From an optimization exercise on the open Yosys and OpenROAD flow, aimed at small area, a short achievable clock period and few clock cycles per item; shortcuts taken in it are not production practice. Function was checked by simulation only, so behaviour that the tests miss may differ from the original. No activity file was given, so power comes from the tool's default toggle rates.

File: config.mk
export PLATFORM = sky130hd
export DESIGN_NAME = logic_capture_top
export DESIGN_NICKNAME = logic_capture_top
export VERILOG_FILES = /design/flow/design.v
export SDC_FILE = /design/flow/constraint.sdc
export NUM_CORES = 4
export LEC_CHECK = 0
export ABC_CLOCK_PERIOD_IN_PS = 2500
export CAP_MARGIN = 20
export CELL_PAD_IN_SITES_DETAIL_PLACEMENT = 1
export CELL_PAD_IN_SITES_GLOBAL_PLACEMENT = 1
export CORE_MARGIN = 2
export CORE_UTILIZATION = 40
export CTS_CLUSTER_DIAMETER = 80
export CTS_CLUSTER_SIZE = 25
export PLACE_DENSITY = 0.47
export SETUP_SLACK_MARGIN = 3.1
export SLEW_MARGIN = 20
export TNS_END_PERCENT = 10
File: constraint.sdc
create_clock -name core_clock -period 6.0 [get_ports {clk_200m}]
set_input_delay 1.2000 -clock core_clock [delete_from_list [all_inputs] [get_ports {clk_200m}]]
set_output_delay 1.2000 -clock core_clock [all_outputs]
set_load 0.01 [all_outputs]
File: design.v
package lb_pkg;
  typedef logic [32-1:0] lb_addr_t;
  typedef logic [32-1:0] lb_data_t;
endpackage
package capture_pkg;
  typedef logic [32-1:0] event_t;
  typedef logic [8-1:0]  port_t;
  typedef logic [8-1:0] mem_addr_t;
  typedef logic [8:0]   sample_count_t;
  typedef enum logic [1:0] {
    mode_nibbles    = 2'd0,
    mode_side_ad    = 2'd1,
    mode_side_eh    = 2'd2,
    mode_test_count = 2'd3
  } event_mode_t;
  typedef enum logic [1:0] {
    st_idle    = 2'd0,
    st_armed   = 2'd1,
    st_capture = 2'd2,
    st_done    = 2'd3
  } capture_state_t;
endpackage
module event_select (
  input  logic                 clk_200m,
  input  logic                 reset_200m,
  input  capture_pkg::port_t   port_a,
  input  capture_pkg::port_t   port_b,
  input  capture_pkg::port_t   port_c,
  input  capture_pkg::port_t   port_d,
  input  capture_pkg::port_t   port_e,
  input  capture_pkg::port_t   port_f,
  input  capture_pkg::port_t   port_g,
  input  capture_pkg::port_t   port_h,
  input  capture_pkg::event_mode_t mode,
  input  capture_pkg::event_t  trig_mask_next,
  output capture_pkg::event_t  events,
  output capture_pkg::event_t  ev_next,
  output logic                 changed,
  output logic                 trig_hit
);
  capture_pkg::port_t  pin_a;
  capture_pkg::port_t  pin_b;
  capture_pkg::port_t  pin_c;
  capture_pkg::port_t  pin_d;
  capture_pkg::port_t  pin_e;
  capture_pkg::port_t  pin_f;
  capture_pkg::port_t  pin_g;
  capture_pkg::port_t  pin_h;
  capture_pkg::event_t test_cnt;
  always_ff @(posedge clk_200m) begin
    pin_a <= port_a;
    pin_b <= port_b;
    pin_c <= port_c;
    pin_d <= port_d;
    pin_e <= port_e;
    pin_f <= port_f;
    pin_g <= port_g;
    pin_h <= port_h;
  end
  always_ff @(posedge clk_200m) begin
    if (reset_200m) begin
      test_cnt <= '0;
    end else begin
      test_cnt <= test_cnt + 1'b1;
    end
  end
  always_comb begin
    case (mode)
      capture_pkg::mode_nibbles: begin
        ev_next = {pin_h[3:0], pin_g[3:0], pin_f[3:0], pin_e[3:0],
                   pin_d[3:0], pin_c[3:0], pin_b[3:0], pin_a[3:0]};
      end
      capture_pkg::mode_side_ad: begin
        ev_next = {pin_d, pin_c, pin_b, pin_a};
      end
      capture_pkg::mode_side_eh: begin
        ev_next = {pin_h, pin_g, pin_f, pin_e};
      end
      default: begin
        ev_next = test_cnt;
      end
    endcase
  end
  always_ff @(posedge clk_200m) begin
    events   <= ev_next;
    changed  <= ev_next != events;
    trig_hit <= (trig_mask_next == '0) || ((ev_next & trig_mask_next) != '0);
  end
endmodule
module capture_ctrl (
  input  logic                          clk_200m,
  input  logic                          reset_200m,
  input  logic                          changed,
  input  logic                          trig_hit,
  input  logic                          arm,
  input  lb_pkg::lb_data_t              window,
  output logic                          store_en,
  output capture_pkg::capture_state_t   state,
  output capture_pkg::sample_count_t    stored_count,
  output logic [15:0]                   count_lo_hot,
  output logic [15:0]                   count_hi_hot,
  input  logic [15:0]                   host_lo_hot_next,
  input  logic [15:0]                   host_hi_hot_next,
  output logic                          capturing,
  output logic                          capturing_next,
  output logic [15:0]                   wsel_lo,
  output logic [15:0]                   wsel_hi
);
  capture_pkg::sample_count_t count_next;
  capture_pkg::capture_state_t state_next;
  lb_pkg::lb_data_t           cyc_p1;
  logic                       last_cycle;
  logic                       full;
  assign store_en   = ((state == capture_pkg::st_armed) && trig_hit) ||
                      ((state == capture_pkg::st_capture) && changed);
  assign last_cycle = cyc_p1 >= window;
  assign full       = count_lo_hot[15] && count_hi_hot[15] && store_en;
  always_comb begin
    state_next = state;
    count_next = stored_count;
    case (state)
      capture_pkg::st_armed: begin
        if (trig_hit) begin
          count_next = 1;
          state_next = (window > 1) ? capture_pkg::st_capture : capture_pkg::st_done;
        end
      end
      capture_pkg::st_capture: begin
        count_next = stored_count + store_en;
        if (last_cycle || full) begin
          state_next = capture_pkg::st_done;
        end
      end
      default: begin
        if (arm) begin
          state_next = capture_pkg::st_armed;
          count_next = '0;
        end
      end
    endcase
  end
  assign capturing_next = (state_next == capture_pkg::st_armed) || (state_next == capture_pkg::st_capture);
  always_ff @(posedge clk_200m) begin
    if (reset_200m) begin
      state        <= capture_pkg::st_idle;
      stored_count <= '0;
      count_lo_hot <= 16'd1;
      count_hi_hot <= 16'd1;
      capturing    <= 1'b0;
      wsel_lo      <= 16'd1;
      wsel_hi      <= 16'd1;
    end else begin
      state        <= state_next;
      stored_count <= count_next;
      count_lo_hot <= 16'd1 << count_next[3:0];
      count_hi_hot <= 16'd1 << count_next[7:4];
      capturing    <= capturing_next;
      wsel_lo      <= capturing_next ? 16'd1 << count_next[3:0] : host_lo_hot_next;
      wsel_hi      <= capturing_next ? 16'd1 << count_next[7:4] : host_hi_hot_next;
    end
  end
  always_ff @(posedge clk_200m) begin
    if (state == capture_pkg::st_armed) begin
      cyc_p1 <= 2;
    end else begin
      cyc_p1 <= cyc_p1 + 1'b1;
    end
  end
endmodule
module lb_regs (
  input  logic                         clk_200m,
  input  logic                         reset_200m,
  input  logic                         lb_wr,
  input  logic                         lb_rd,
  input  lb_pkg::lb_addr_t             lb_addr,
  input  lb_pkg::lb_data_t             lb_wr_d,
  output lb_pkg::lb_data_t             lb_rd_d,
  output logic                         lb_rd_rdy,
  output capture_pkg::event_mode_t     mode,
  output logic                         arm,
  output capture_pkg::event_t          trig_mask_next,
  output lb_pkg::lb_data_t             window,
  input  capture_pkg::capture_state_t  state,
  input  capture_pkg::sample_count_t   stored_count,
  output logic                         host_we,
  output capture_pkg::mem_addr_t       mem_addr,
  output logic [15:0]                  rd_lo_sel,
  output logic [15:0]                  mem_lo_hot,
  output logic [15:0]                  mem_hi_hot,
  output logic [15:0]                  mem_lo_hot_next,
  output logic [15:0]                  mem_hi_hot_next,
  input  capture_pkg::event_t          mem_rd_d
);
  capture_pkg::event_t    trig_mask;
  lb_pkg::lb_data_t       reg_rd_mux;
  lb_pkg::lb_data_t       status_word;
  logic [7:0]             a;
  logic                   mem_sel;
  logic                   grp_stale;
  logic                   mem_rd_wait;
  logic [15:0]            wr_lo_hot;
  assign a       = lb_addr[7:0];
  assign mem_sel = (a == 8'hA0);
  assign trig_mask_next = (lb_wr && (a == 8'h94)) ? capture_pkg::event_t'(lb_wr_d) : trig_mask;
  assign wr_lo_hot = 16'd1 << lb_wr_d[3:0];
  assign mem_lo_hot_next = (lb_wr && (a == 8'h9C)) ? wr_lo_hot : mem_lo_hot;
  assign mem_hi_hot_next = (lb_wr && (a == 8'h9C)) ? 16'd1 << lb_wr_d[7:4] : mem_hi_hot;
  assign rd_lo_sel = lb_wr ? wr_lo_hot : mem_lo_hot;
  always_comb begin
    status_word                   = '0;
    status_word[1:0]              = state;
    status_word[4] = host_we;
    status_word[31:16]            = 16'(stored_count);
    case (a)
      8'h90:      reg_rd_mux = lb_pkg::lb_data_t'(mode);
      8'h94: reg_rd_mux = lb_pkg::lb_data_t'(trig_mask);
      8'h98:    reg_rd_mux = window;
      8'h9C:  reg_rd_mux = lb_pkg::lb_data_t'(mem_addr);
      8'hA4:    reg_rd_mux = status_word;
      default:        reg_rd_mux = '0;
    endcase
  end
  always_ff @(posedge clk_200m) begin
    if (reset_200m) begin
      mode        <= capture_pkg::mode_nibbles;
      arm         <= 1'b0;
      trig_mask   <= '0;
      window      <= '0;
      mem_addr    <= '0;
      mem_lo_hot  <= 16'd1;
      mem_hi_hot  <= 16'd1;
      lb_rd_rdy   <= 1'b0;
      grp_stale   <= 1'b0;
      mem_rd_wait <= 1'b0;
      host_we     <= 1'b0;
    end else begin
      host_we     <= lb_wr && mem_sel;
      arm         <= 1'b0;
      trig_mask   <= trig_mask_next;
      mem_lo_hot  <= mem_lo_hot_next;
      mem_hi_hot  <= mem_hi_hot_next;
      grp_stale   <= lb_wr && (a != 8'h9C);
      mem_rd_wait <= lb_rd && mem_sel && grp_stale;
      lb_rd_rdy   <= (lb_rd && !(mem_sel && grp_stale)) || mem_rd_wait;
      if (lb_wr) begin
        case (a)
          8'h90: begin
            mode <= capture_pkg::event_mode_t'(lb_wr_d[1:0]);
            arm  <= lb_wr_d[4];
          end
          8'h98:   window   <= lb_wr_d;
          8'h9C: begin
            mem_addr   <= capture_pkg::mem_addr_t'(lb_wr_d);
          end
          default:       ;
        endcase
      end
    end
  end
  always_ff @(posedge clk_200m) begin
    lb_rd_d <= (mem_sel || mem_rd_wait) ? lb_pkg::lb_data_t'(mem_rd_d) : reg_rd_mux;
  end
endmodule
module mem_arbiter (
  input  logic                    clk_200m,
  input  logic                    capturing,
  input  logic                    capturing_next,
  input  logic [15:0]             wsel_lo,
  input  logic [15:0]             wsel_hi,
  input  logic                    cap_we,
  input  capture_pkg::event_t     cap_data_next,
  input  logic                    host_we,
  input  lb_pkg::lb_data_t        lb_wr_d,
  output logic [2**8-1:0] ram_we,
  output capture_pkg::event_t     ram_wr_d
);
  logic        we;
  logic [15:0] we_lo;
  assign we       = capturing ? cap_we : host_we;
  always_ff @(posedge clk_200m) begin
    ram_wr_d <= capturing_next ? cap_data_next : capture_pkg::event_t'(lb_wr_d);
  end
  assign we_lo = wsel_lo & {16{we}};
  for (genvar w = 0; w < 2**8; w++) begin : g_we
    assign ram_we[w] = wsel_hi[w/16] && we_lo[w%16];
  end
endmodule
module sample_ram (
  input  logic                    clk_200m,
  input  logic [2**8-1:0] ram_we,
  input  capture_pkg::event_t     ram_wr_d,
  input  logic [15:0]             rd_lo_next,
  input  logic [3:0]              rd_hi,
  output capture_pkg::event_t     ram_rd_d
);
  logic [2**8-1:0][32-1:0] words;
  logic [15:0][32-1:0]               part;
  for (genvar w = 0; w < 2**8; w++) begin : g_word
    capture_pkg::event_t q;
    always_ff @(posedge clk_200m) begin
      if (ram_we[w]) begin
        q <= ram_wr_d;
      end
    end
    assign words[w] = q;
  end
  logic [15:0][32-1:0] part_next;
  always_comb begin
    for (int g = 0; g < 16; g++) begin
      part_next[g] = '0;
      for (int i = 0; i < 16; i++) begin
        part_next[g] = part_next[g] | (words[g*16 + i] & {32{rd_lo_next[i]}});
      end
    end
  end
  always_ff @(posedge clk_200m) begin
    part <= part_next;
  end
  assign ram_rd_d = part[rd_hi];
endmodule
module logic_capture_top (
  input  logic                clk_200m,
  input  logic                reset_200m,
  input  capture_pkg::port_t  port_a,
  input  capture_pkg::port_t  port_b,
  input  capture_pkg::port_t  port_c,
  input  capture_pkg::port_t  port_d,
  input  capture_pkg::port_t  port_e,
  input  capture_pkg::port_t  port_f,
  input  capture_pkg::port_t  port_g,
  input  capture_pkg::port_t  port_h,
  input  logic                lb_wr,
  input  logic                lb_rd,
  input  lb_pkg::lb_addr_t    lb_addr,
  input  lb_pkg::lb_data_t    lb_wr_d,
  output lb_pkg::lb_data_t    lb_rd_d,
  output logic                lb_rd_rdy
);
  capture_pkg::event_mode_t    mode;
  capture_pkg::event_t         events;
  lb_pkg::lb_data_t            window;
  logic                        arm;
  capture_pkg::capture_state_t state;
  capture_pkg::sample_count_t  stored_count;
  logic                        store_en;
  logic                        changed;
  logic                        host_we;
  capture_pkg::event_t         ev_next;
  logic                        capturing_next;
  capture_pkg::mem_addr_t      mem_addr;
  logic [15:0]                 rd_lo_sel;
  logic [15:0]                 mem_lo_hot;
  logic [15:0]                 mem_hi_hot;
  logic [15:0]                 count_lo_hot;
  logic [15:0]                 count_hi_hot;
  logic [15:0]                 mem_lo_hot_next;
  logic [15:0]                 mem_hi_hot_next;
  logic                        capturing;
  logic [15:0]                 wsel_lo;
  logic [15:0]                 wsel_hi;
  capture_pkg::event_t         trig_mask_next;
  logic                        trig_hit;
  logic [2**8-1:0]   ram_we;
  capture_pkg::event_t         ram_wr_d;
  capture_pkg::event_t         ram_rd_d;
  event_select u_event_select (
    .clk_200m   (clk_200m),
    .reset_200m (reset_200m),
    .port_a     (port_a),
    .port_b     (port_b),
    .port_c     (port_c),
    .port_d     (port_d),
    .port_e     (port_e),
    .port_f     (port_f),
    .port_g     (port_g),
    .port_h     (port_h),
    .mode       (mode),
    .trig_mask_next (trig_mask_next),
    .events     (events),
    .ev_next    (ev_next),
    .changed    (changed),
    .trig_hit   (trig_hit)
  );
  capture_ctrl u_capture_ctrl (
    .clk_200m     (clk_200m),
    .reset_200m   (reset_200m),
    .changed      (changed),
    .trig_hit     (trig_hit),
    .arm          (arm),
    .window       (window),
    .store_en     (store_en),
    .state        (state),
    .stored_count (stored_count),
    .count_lo_hot (count_lo_hot),
    .count_hi_hot (count_hi_hot),
    .host_lo_hot_next (mem_lo_hot_next),
    .host_hi_hot_next (mem_hi_hot_next),
    .capturing    (capturing),
    .capturing_next (capturing_next),
    .wsel_lo      (wsel_lo),
    .wsel_hi      (wsel_hi)
  );
  lb_regs u_lb_regs (
    .clk_200m     (clk_200m),
    .reset_200m   (reset_200m),
    .lb_wr        (lb_wr),
    .lb_rd        (lb_rd),
    .lb_addr      (lb_addr),
    .lb_wr_d      (lb_wr_d),
    .lb_rd_d      (lb_rd_d),
    .lb_rd_rdy    (lb_rd_rdy),
    .mode         (mode),
    .arm          (arm),
    .trig_mask_next (trig_mask_next),
    .window       (window),
    .state        (state),
    .stored_count (stored_count),
    .host_we      (host_we),
    .mem_addr     (mem_addr),
    .rd_lo_sel    (rd_lo_sel),
    .mem_lo_hot   (mem_lo_hot),
    .mem_hi_hot   (mem_hi_hot),
    .mem_lo_hot_next (mem_lo_hot_next),
    .mem_hi_hot_next (mem_hi_hot_next),
    .mem_rd_d     (ram_rd_d)
  );
  mem_arbiter u_mem_arbiter (
    .clk_200m   (clk_200m),
    .capturing  (capturing),
    .capturing_next (capturing_next),
    .wsel_lo    (wsel_lo),
    .wsel_hi    (wsel_hi),
    .cap_we     (store_en),
    .cap_data_next (ev_next),
    .host_we    (host_we),
    .lb_wr_d    (lb_wr_d),
    .ram_we     (ram_we),
    .ram_wr_d   (ram_wr_d)
  );
  sample_ram u_sample_ram (
    .clk_200m (clk_200m),
    .ram_we   (ram_we),
    .ram_wr_d (ram_wr_d),
    .rd_lo_next (rd_lo_sel),
    .rd_hi    (mem_addr[7:4]),
    .ram_rd_d (ram_rd_d)
  );
endmodule
File: flow/run.sh
#!/bin/bash
# The standard layout, with plain buffers (not delay cells) on the ports.
set -euo pipefail
bash standard.sh "BUFFER_PORTS_ARGS=-inputs -outputs -buffer_cell sky130_fd_sc_hd__buf_4" finish > make_finish.log 2>&1
File: standard.sh
#!/bin/bash
# synth_recipe.tcl (not shown) runs the flow's synth.tcl, then flattens the netlist and writes it again
# the make line also repeats each setting of config.mk as NAME=value (left out here)
make -C /OpenROAD-flow-scripts/flow DESIGN_CONFIG=/design/flow/config.mk WORK_HOME=/design/flow/orfs CLKGATE_MAP_FILE= SYNTH_SCRIPT=/design/flow/synth_recipe.tcl "${@:-finish}"
==> results.yml, run 1 <==
power_and_ir_drop:
  power_frac_comb: 0.124
  cellInternalPower_mw: 102.7
  power.clock.fraction: 0.304
  power_density_nw_per_um2: 390.5
  cellLeakagePower_nw: 114.5
  vdd.ir_drop.worst_mv: 0.5047
  p_switching_mw: 39.92
  netSwitchingFraction: 0.2798
  sequential_share_of_power: 0.573
logic_synthesis:
  syn_area_sq_um: 320300
  synth_area_leader_cell: "sky130_fd_sc_hd__edfxtp_1"
  dominantRegCellSynth: "sky130_fd_sc_hd__edfxtp_1"
  syn-instance-count: 16487
  postSynthRegisterBits: 9087
  synth_top_cells_by_count: "sky130_fd_sc_hd__edfxtp_1 (8192), sky130_fd_sc_hd__a221oi_1 (2069), sky130_fd_sc_hd__a22o_1 (2054)"
  top_area_cells_in_the_synthesized_netlist: "sky130_fd_sc_hd__edfxtp_1 (77%), sky130_fd_sc_hd__a221oi_1 (5.7%), sky130_fd_sc_hd__a22o_1 (5.6%), sky130_fd_sc_hd__dfxtp_1 (5.6%), sky130_fd_sc_hd__mux4_2 (1.3%)"
  synth.most_common_cell: "sky130_fd_sc_hd__edfxtp_1"
  synth_async_sr_flop_share: 0
  number_of_enable_type_register_cells_in_the_synthesized_netlist: 8192
  avgSynthCellArea_sq_um: 19.43
  synth.distinct_cells: 60
  synth_largest_type_area_fraction: 0.7681
  synth_fp_nets: 16658
  share_of_the_yosys_chip_area_belonging_to_registers: 0.8240
  number_of_warnings_printed_during_yosys_synthesis: 5
die:
  floorplan.die.height_um: 898.8
  pin_count: 165
  fp.dieArea_sq_um: 807900
  die_w_um: 898.8
  floorplan.core_area_sq_um: 797800
  total_number_of_placement_rows: 328
  initial_utilization: 0.4014
timing:
  max_clock_freq_mhz: 302.3
  fin_crit_ns: 3.308
  setup_viol: 0
  worst_clock_skew_ns: 0.05748
  timing_max_transition_violations_final: 25
  timing.final.hold_violations: 0
  timing.slew.headroom: -0.01609
  worst_slew_pin_tran_ns: 1.524
  grt_setup_unrepaired: "true"
  final.period_utilization: 0.5514
  final.setup.tns_ns: 0
critical_path:
  rr_worst_depth: 9
  rrSetupSlack_ns: 2.69
  crit_fanout: 75
  worst_setup_path_end_kind: "flip-flop"
  crit_path_start_kind: "flip-flop"
  r2r-start: "u_capture_ctrl.state[1]"
  critical_path_required_time_ns: 6.88
  worst_r2r_endpoint: "u_sample_ram.g_word[147].q[9]"
  critPathKind: "reg -> reg"
  worstPathArrival_ns: 4.19
global_route:
  wire_length_of_the_first_global_routing_pass_um: 1739000
  largest_net_degree_at_the_start_of_global_routing: 175
  number_of_antenna_violations_at_the_first_check_in_global_routing: 192
  combined_global_route_utilization_of_all_metal_layers: 0.3163
  grt_remaining_overflow: 0
  via_count_of_the_first_global_routing_pass: 183682
clock_network:
  cts.clk_slew.worst_paths_ns: 0.09
  cts_tree: "built"
  clock_path_buffers: 4
  number_of_clock_buffers_inserted_by_tritoncts: 550
  cts-hold-fix-buffers: 0
  cts_root_buffer: "sky130_fd_sc_hd__clkbuf_16"
  ctsHtreeMaxLevel: 6
  clk-insertion-delay-late_ns: 1.18
  clock_sinks: 9087
flow_run:
  max-cap-violations: 0
min_path:
  timing.hold.worst.class: "in -> reg"
  hold-path-endpoint: "u_event_select.pin_b[4]"
  hold-path-cell-count: 1
  min-delay-start: "port_b[4]"
route:
  via_count: 189872
  drt-pass1-iter-count: 6
  drtAntennaViolNets: 0
  dr.first_iter.drc_count: 28784
  routed_via_density: 6.665
  wl_per_cell_um: 47.70
  drc: 0
  total_wire_length_um: 1359000
final_layout:
  areaGrowthSynthToFinish_pct: 14.07
  regArea_sq_um: 264200
  final_std_cell_area_no_fill_sq_um: 365300
  drive_above_1_share: 0.1673
  multi_input_comb_area_sq_um: 55030
  nFillCells: 72598
  nNetsFinal: 17440
run_status:
  failed_checks: "slew limit"
  outcome: "failed layout checks"
place:
  numPortBuffers: 140
  finalWeightedCongestion: 0.8329
  place_area_sq_um: 339300
  dpl.hpwl_um: 733000
-- cell families (layout without fill, tap and decap cells) --
family | after synthesis | in the layout | synth area share
compound gates | 4398 | 4398 | 0.1178
xor+xnor | 86 | 86 | 0.002352
fa+ha+maj | 39 | 39 | 0.001524
buf+inv | 1175 | 2315 | 0.01393
flops | 9087 | 9087 | 0.8240
mux | 259 | 281 | 0.01569
other cells | 0 | 219 | 0
simple gates | 1443 | 1504 | 0.02470
-- metrics by stage --
step           hold WS (ns)  std cells    util  worst slack [ns]  power [mW]
6_report             0.1429      28489  0.4579             2.692       142.7
5_1_grt              0.1127      28337  0.4574             2.737       145.5
4_1_cts             0.05585      28059  0.4531             2.552       142.0
3_5_place_dp         0.4565      26864  0.4252             1.330       97.39
3_3_place_gp         0.4507      26859  0.4250             1.390       96.44
2_1_floorplan        0.4297      16487       -             2.712       86.96
-- worst max-delay path: stages, from the launching register on --
cell and delay (ns):
sky130_fd_sc_hd__dfxtp_4 0.37, sky130_fd_sc_hd__inv_4 0.04, sky130_fd_sc_hd__ha_4 0.15, sky130_fd_sc_hd__buf_12 0.12
sky130_fd_sc_hd__a22o_4 0.23, sky130_fd_sc_hd__buf_4 0.15, sky130_fd_sc_hd__mux2_8 0.36, sky130_fd_sc_hd__buf_16 0.22
sky130_fd_sc_hd__and3_2 0.79, sky130_fd_sc_hd__buf_12 0.33
-- power by group through the flow --
stage	clock network (mW)	logic, mW	registers (mW)
after floorplan	0	2.38	84.6
after global placement	0	13.5	82.9
after detailed placement	0	14.5	82.9
after CTS	43.9	16.6	81.5
after global routing	45.8	18.2	81.6
final	43.3	17.6	81.7
-- worst max path at each step --
| stage | startpoint | end | slack (ns) | depth (start not counted) |
|---|---|---|---|---|
| 2_1_floorplan | lb_addr[1] | u_event_select.trig_hit | 2.71 | 9 |
| 3_3_place_gp | lb_wr | u_sample_ram.part[264] | 1.39 | 7 |
| 3_5_place_dp | lb_wr | u_sample_ram.part[264] | 1.33 | 8 |
| 4_1_cts | lb_wr | u_sample_ram.part[143] | 2.55 | 6 |
| 5_1_grt | u_capture_ctrl.state[1] | u_capture_ctrl.wsel_hi[15] | 2.74 | 12 |
| 6_report | u_capture_ctrl.state[1] | u_sample_ram.g_word[147].q[9] | 2.69 | 9 |
-- per-layer routing --
layer / GRT usage / share of wire / vias up / wire length, um
met2: 0.5101 / 0.47 / 10280 / 635700
met5: 0 / 0.00014 / - / 192
li1: - / - / 72326 / -
met1: 0.4485 / 0.41 / 105581 / 560300
met4: 0.09376 / 0.035 / 32 / 46880
met3: 0.04656 / 0.085 / 1653 / 115800
-- final cells by class --
cell class	count	share of cell area
Antenna cell	219	0.001500
Clock buffer	648	0.04014
Clock inverter	345	0.01135
Inverter	67	0.0006953
Multi-Input combinational cell	6308	0.1506
Sequential cell	9087	0.7231
Tap cell	10560	0.03617
Timing Repair Buffer	1255	0.03643
-- timing repair --
item / in CTS / in global routing
pin swaps: 45 / 48
endpoints found under the setup margin: 8706 / 3737
setup buffers: 134 / 159
cloned: 68 / 48
gates resized for setup: 385 / 228
-- layout by cell type, fill, tap and decap left out, types with 21 or more instances in the layout --
| cell type | synthesis | layout |
|---|---|---|
| sky130_fd_sc_hd__edfxtp_1 | 8192 | 8192 |
| sky130_fd_sc_hd__a221oi_1 | 2069 | 2060 |
| sky130_fd_sc_hd__a22o_1 | 2054 | 2053 |
| sky130_fd_sc_hd__buf_4 | 1 | 930 |
| sky130_fd_sc_hd__dfxtp_1 | 895 | 815 |
| sky130_fd_sc_hd__clkbuf_16 | 0 | 585 |
| sky130_fd_sc_hd__nand4_1 | 542 | 542 |
| sky130_fd_sc_hd__diode_2 | 0 | 219 |
| sky130_fd_sc_hd__nand2_1 | 222 | 219 |
| sky130_fd_sc_hd__buf_12 | 0 | 204 |
| sky130_fd_sc_hd__and3_4 | 0 | 200 |
| sky130_fd_sc_hd__mux4_2 | 188 | 188 |
| sky130_fd_sc_hd__nor2_1 | 185 | 166 |
| sky130_fd_sc_hd__and3_2 | 0 | 117 |
| sky130_fd_sc_hd__a21oi_1 | 104 | 79 |
| sky130_fd_sc_hd__inv_6 | 0 | 78 |
| sky130_fd_sc_hd__nand3_1 | 90 | 66 |
| sky130_fd_sc_hd__inv_1 | 67 | 65 |
| sky130_fd_sc_hd__clkbuf_1 | 1010 | 64 |
| sky130_fd_sc_hd__dfxtp_4 | 0 | 59 |
| sky130_fd_sc_hd__bufinv_16 | 0 | 57 |
| sky130_fd_sc_hd__buf_6 | 3 | 55 |
| sky130_fd_sc_hd__o21ai_0 | 91 | 51 |
| sky130_fd_sc_hd__clkinvlp_4 | 0 | 49 |
| sky130_fd_sc_hd__clkinv_2 | 0 | 49 |
| sky130_fd_sc_hd__xnor2_1 | 46 | 46 |
| sky130_fd_sc_hd__xor2_1 | 40 | 40 |
| sky130_fd_sc_hd__clkinv_4 | 0 | 40 |
| sky130_fd_sc_hd__and2_1 | 38 | 38 |
| sky130_fd_sc_hd__buf_16 | 0 | 35 |
| sky130_fd_sc_hd__mux2_4 | 8 | 34 |
| sky130_fd_sc_hd__ha_1 | 39 | 32 |
| sky130_fd_sc_hd__mux2i_1 | 32 | 31 |
| sky130_fd_sc_hd__inv_8 | 0 | 25 |
| sky130_fd_sc_hd__nor4_1 | 21 | 21 |
| sky130_fd_sc_hd__clkinv_1 | 0 | 21 |
| sky130_fd_sc_hd__dfxtp_2 | 0 | 21 |
-- state kept, by name (all words and copies together), names as in the netlist, 9 cells and up --
name	cells
u_capture_ctrl.cyc_p1	32
u_capture_ctrl.stored_count	9
u_capture_ctrl.wsel_hi	16
u_capture_ctrl.wsel_lo	16
u_event_select.events	32
u_event_select.test_cnt	32
u_lb_regs.lb_rd_d	32
u_lb_regs.mem_hi_hot	16
u_lb_regs.mem_lo_hot	16
u_lb_regs.trig_mask	32
u_lb_regs.window	32
u_mem_arbiter.ram_wr_d	32
u_sample_ram.g_word.q	8192
u_sample_ram.part	512
Testbench counts, summed over its fixed seeds: cycles 17,556, words 8,696.
==> run 2, diff against run 1 <==
--- a/design.v
+++ b/design.v
@@ -184,7 +184,7 @@
   input  capture_pkg::sample_count_t   stored_count,
   output logic                         host_we,
   output capture_pkg::mem_addr_t       mem_addr,
-  output logic [15:0]                  rd_lo_sel,
+  output logic [3:0]                   rd_lo_sel,
   output logic [15:0]                  mem_lo_hot,
   output logic [15:0]                  mem_hi_hot,
   output logic [15:0]                  mem_lo_hot_next,
@@ -205,7 +205,7 @@
   assign wr_lo_hot = 16'd1 << lb_wr_d[3:0];
   assign mem_lo_hot_next = (lb_wr && (a == 8'h9C)) ? wr_lo_hot : mem_lo_hot;
   assign mem_hi_hot_next = (lb_wr && (a == 8'h9C)) ? 16'd1 << lb_wr_d[7:4] : mem_hi_hot;
-  assign rd_lo_sel = lb_wr ? wr_lo_hot : mem_lo_hot;
+  assign rd_lo_sel = lb_wr ? lb_wr_d[3:0] : mem_addr[3:0];
   always_comb begin
     status_word                   = '0;
     status_word[1:0]              = state;
@@ -289,7 +289,7 @@
   input  logic                    clk_200m,
   input  logic [2**8-1:0] ram_we,
   input  capture_pkg::event_t     ram_wr_d,
-  input  logic [15:0]             rd_lo_next,
+  input  logic [3:0]              rd_lo_next,
   input  logic [3:0]              rd_hi,
   output capture_pkg::event_t     ram_rd_d
 );
@@ -304,18 +304,11 @@
     end
     assign words[w] = q;
   end
-  logic [15:0][32-1:0] part_next;
-  always_comb begin
+  always_ff @(posedge clk_200m) begin
     for (int g = 0; g < 16; g++) begin
-      part_next[g] = '0;
-      for (int i = 0; i < 16; i++) begin
-        part_next[g] = part_next[g] | (words[g*16 + i] & {32{rd_lo_next[i]}});
-      end
+      part[g] <= words[{g[3:0], rd_lo_next}];
     end
   end
-  always_ff @(posedge clk_200m) begin
-    part <= part_next;
-  end
   assign ram_rd_d = part[rd_hi];
 endmodule
 module logic_capture_top (
@@ -348,7 +341,7 @@
   capture_pkg::event_t         ev_next;
   logic                        capturing_next;
   capture_pkg::mem_addr_t      mem_addr;
-  logic [15:0]                 rd_lo_sel;
+  logic [3:0]                  rd_lo_sel;
   logic [15:0]                 mem_lo_hot;
   logic [15:0]                 mem_hi_hot;
   logic [15:0]                 count_lo_hot;
--- a/config.mk
+++ b/config.mk
@@ -7,13 +7,10 @@
 export LEC_CHECK = 0
 export ABC_CLOCK_PERIOD_IN_PS = 2500
 export CAP_MARGIN = 20
-export CELL_PAD_IN_SITES_DETAIL_PLACEMENT = 1
-export CELL_PAD_IN_SITES_GLOBAL_PLACEMENT = 1
 export CORE_MARGIN = 2
-export CORE_UTILIZATION = 40
+export CORE_UTILIZATION = 50
 export CTS_CLUSTER_DIAMETER = 80
 export CTS_CLUSTER_SIZE = 25
-export PLACE_DENSITY = 0.47
 export SETUP_SLACK_MARGIN = 3.1
 export SLEW_MARGIN = 20
 export TNS_END_PERCENT = 10
==> run 2 against run 1 <==
Net effect: the run now finishes clean; core utilization up 9.0 points; final cell count down 7.1%; first-iteration DRC count down 13%; critical endpoint is now u_sample_ram.g_word[18].q[18].
==> results.yml, run 2 <==
run_status:
  outcome: "no timing/DRC/antenna violations"
global_route:
  number_of_antenna_violations_at_the_first_check_in_global_routing: 116
  combined_global_route_utilization_of_all_metal_layers: 0.2719
  wire_length_of_the_first_global_routing_pass_um: 1314000
  grt_remaining_overflow: 0
  via_count_of_the_first_global_routing_pass: 161502
  largest_net_degree_at_the_start_of_global_routing: 176
final_layout:
  largest_register_ffs: 8192
  areaGrowthSynthToFinish_pct: 9.053
  finalCoreUtilization: 0.5475
  nFillCells: 51764
  layout_commonest_cell: "sky130_fd_sc_hd__edfxtp_1"
  final_cell_mix: "sky130_fd_sc_hd__edfxtp_1 (8192), sky130_fd_sc_hd__mux4_2 (2236), sky130_fd_sc_hd__nand2_1 (2188)"
  nNetsFinal: 17125
  reg.largest.list: "u_sample_ram.g_word.q x8192, u_sample_ram.part x512"
  largest-register: "u_sample_ram.g_word.q"
  drive_above_1_share: 0.2345
critical_path:
  worstPathArrival_ns: 4.03
  crit_path_start_kind: "flip-flop"
  critPathKind: "reg -> reg"
  crit_fanout: 21
  worst_setup_path_end_kind: "flip-flop"
  critical_path_required_time_ns: 6.78
timing:
  timing_max_transition_violations_final: 0
  worst_slew_pin_tran_ns: 1.317
  finalHoldWorstSlack_ns: 0.2044
  grt_setup_unrepaired: "true"
  fin_crit_ns: 3.258
  max_clock_freq_mhz: 306.9
  setup_viol: 0
  worst_clock_skew_ns: 0.05190
  final.period_utilization: 0.5431
  timing.slew.headroom: 0.1221
  timing.final.hold_violations: 0
  final.setup.tns_ns: 0
  timing.final.ws_setup_ns: 2.742
die:
  floorplan.die.height_um: 830.8
  die_w_um: 830.8
  total_number_of_placement_rows: 303
  pin_count: 165
  fp.dieArea_sq_um: 690300
  floorplan.core_area_sq_um: 680900
  initial_utilization: 0.5020
flow_run:
  max-cap-violations: 0
clock_network:
  clock_path_buffers: 4
  cts_root_buffer: "sky130_fd_sc_hd__clkbuf_16"
  clk-insertion-delay-late_ns: 1.09
  clock_sinks: 9087
  number_of_clock_buffers_inserted_by_tritoncts: 436
  cts.clk_slew.worst_paths_ns: 0.10
  cts-hold-fix-buffers: 0
  cts_tree: "built"
  ctsHtreeMaxLevel: 5
power_and_ir_drop:
  power_density_nw_per_um2: 358.5
  cellLeakagePower_nw: 117.0
  totalPowerFinal_mw: 133.6
  power_frac_comb: 0.126
  netSwitchingFraction: 0.2704
  vdd.ir_drop.worst_mv: 0.7712
  power.clock.fraction: 0.265
  sequential_share_of_power: 0.610
  cellInternalPower_mw: 97.49
  p_switching_mw: 36.13
logic_synthesis:
  synth_area_leader_cell: "sky130_fd_sc_hd__edfxtp_1"
  synth_top_cells_by_count: "sky130_fd_sc_hd__edfxtp_1 (8192), sky130_fd_sc_hd__mux4_2 (2236), sky130_fd_sc_hd__nand2_1 (2190)"
  number_of_enable_type_register_cells_in_the_synthesized_netlist: 8192
  synth_largest_type_area_fraction: 0.7197
  synth_async_sr_flop_share: 0
  top_area_cells_in_the_synthesized_netlist: "sky130_fd_sc_hd__edfxtp_1 (72%), sky130_fd_sc_hd__mux4_2 (15%), sky130_fd_sc_hd__dfxtp_1 (5.2%), sky130_fd_sc_hd__nand2_1 (2.4%), sky130_fd_sc_hd__and3_1 (1.4%)"
  avgSynthCellArea_sq_um: 20.43
  synth_fp_nets: 16905
  postSynthRegisterBits: 9087
  number_of_warnings_printed_during_yosys_synthesis: 5
  syn-instance-count: 16734
  dominantRegCellSynth: "sky130_fd_sc_hd__edfxtp_1"
  share_of_the_yosys_chip_area_belonging_to_registers: 0.7721
  syn_area_sq_um: 341800
  synth.most_common_cell: "sky130_fd_sc_hd__edfxtp_1"
  synth.distinct_cells: 68
place:
  finalWeightedCongestion: 0.8821
  dpl.hpwl_um: 532400
  numPortBuffers: 140
  preCtsSetupSlack_ns: 1.412
route:
  total_wire_length_um: 966900
  drc: 0
  drtAntennaViolNets: 0
  wl_per_cell_um: 36.52
  dr.first_iter.drc_count: 25015
  via_count: 171366
  routed_via_density: 6.473
  drt-pass1-iter-count: 7
min_path:
  timing.hold.worst.class: "in -> reg"
[run 2: kinds of logic after synthesis]
group,after synthesis,share of synthesized area
flops,9087,0.7721
simple gates,3368,0.04428
mux,2351,0.1517
buf+inv,1036,0.01451
compound gates,765,0.01380
xor+xnor,88,0.002255
fa+ha+maj,39,0.001428
[run 2: final timing paths]
kind                             startpoint                       endpoint  slack [ns]  cells past startpoint
hold / removal                    port_d[5]        u_event_select.pin_d[5]        0.20                      1
hold reg to reg         u_lb_regs.grp_stale          u_lb_regs.mem_rd_wait        0.47                      2
setup reg to reg  u_capture_ctrl.wsel_lo[2]  u_sample_ram.g_word[18].q[18]        2.74                      3
setup / recovery  u_capture_ctrl.wsel_lo[2]  u_sample_ram.g_word[18].q[18]        2.74                      3
[run 2: critical path: stages, from the launching register on]
cell                      delay (ns)
sky130_fd_sc_hd__dfxtp_2        1.03
sky130_fd_sc_hd__buf_4          0.61
sky130_fd_sc_hd__and3_2         0.86
sky130_fd_sc_hd__buf_4          0.39
[run 2: power groups by stage]
stage	Sequential [mW]	Clock (mW)	Combinational, mW
global placement	82.8	0	15.2
floorplan	84.7	0	4.08
detailed placement	82.8	0	15.8
global route	81.5	37.9	17.7
CTS	81.4	35.9	16.0
finish	81.5	35.4	16.8
[run 2: area by class of cell]
type	count	area, sq um	area share
Antenna cell	146	365.4	0.0009801
Inverter	57	214.0	0.0005740
Multi-Input combinational cell	6646	74820	0.2007
Clock inverter	164	1892	0.005075
Clock buffer	652	12060	0.03236
Tap cell	8997	11260	0.03020
Timing Repair Buffer	726	8038	0.02156
Sequential cell	9087	264100	0.7085
[run 2: timing repair]
| item | 4_1_cts | 5_1_grt |
|---|---|---|
| pin swaps | 2 | 10 |
| cloned | 29 | 20 |
| setup buffers | 39 | 24 |
| gates resized for setup | 218 | 110 |
| setup endpoints to repair | 8773 | 7272 |
[run 2: per-layer routing]
metal  vias to the layer above  global-route usage  share of wire
li1                      68123                   -              -
met1                     92994              0.4048           0.40
met2                      9093              0.4182           0.46
met3                      1136             0.04903           0.10
met4                        20             0.07883          0.033
met5                         -                   0        0.00014
[run 2: per-stage QoR]
step | cells | instance area, sq um
final | 26475 | 372800
after global routing | 26337 | 372400
after CTS | 26280 | 371200
after detailed placement | 25396 | 355700
after global placement | 25393 | 355500
after floorplan | 16734 | 341900
Testbench counts of run 2, summed over its fixed seeds: cycles 17,556, words 8,696.

## afterwards: timing with drivers on the ports
Ports are ideal in the flow. The routed layouts listed here were re-timed in OpenROAD. Step 1 sets driving cells, clkbuf_16 on the clock port and buf_2 on the other inputs (assumed; they add their load-dependent delay and slew). Step 2 also shifts input and output timing later by t, the mid clock arrival at the registers, as if the neighbouring blocks saw the same clock. a / b / c = no drivers / after step 1 / after step 2; a / b = the first two.
run	shift t [ns]	slack for setup (ns)	clock arrival spread, ns
run 1	1.305	2.692 / 2.692 / 1.447	0.068 / 0.068
run 2	1.207	2.742 / 2.742 / 1.854	0.074 / 0.073
The setup slack of run 1, which loses most, moves by 0.000 ns with the drivers and by -1.245 ns with both steps.
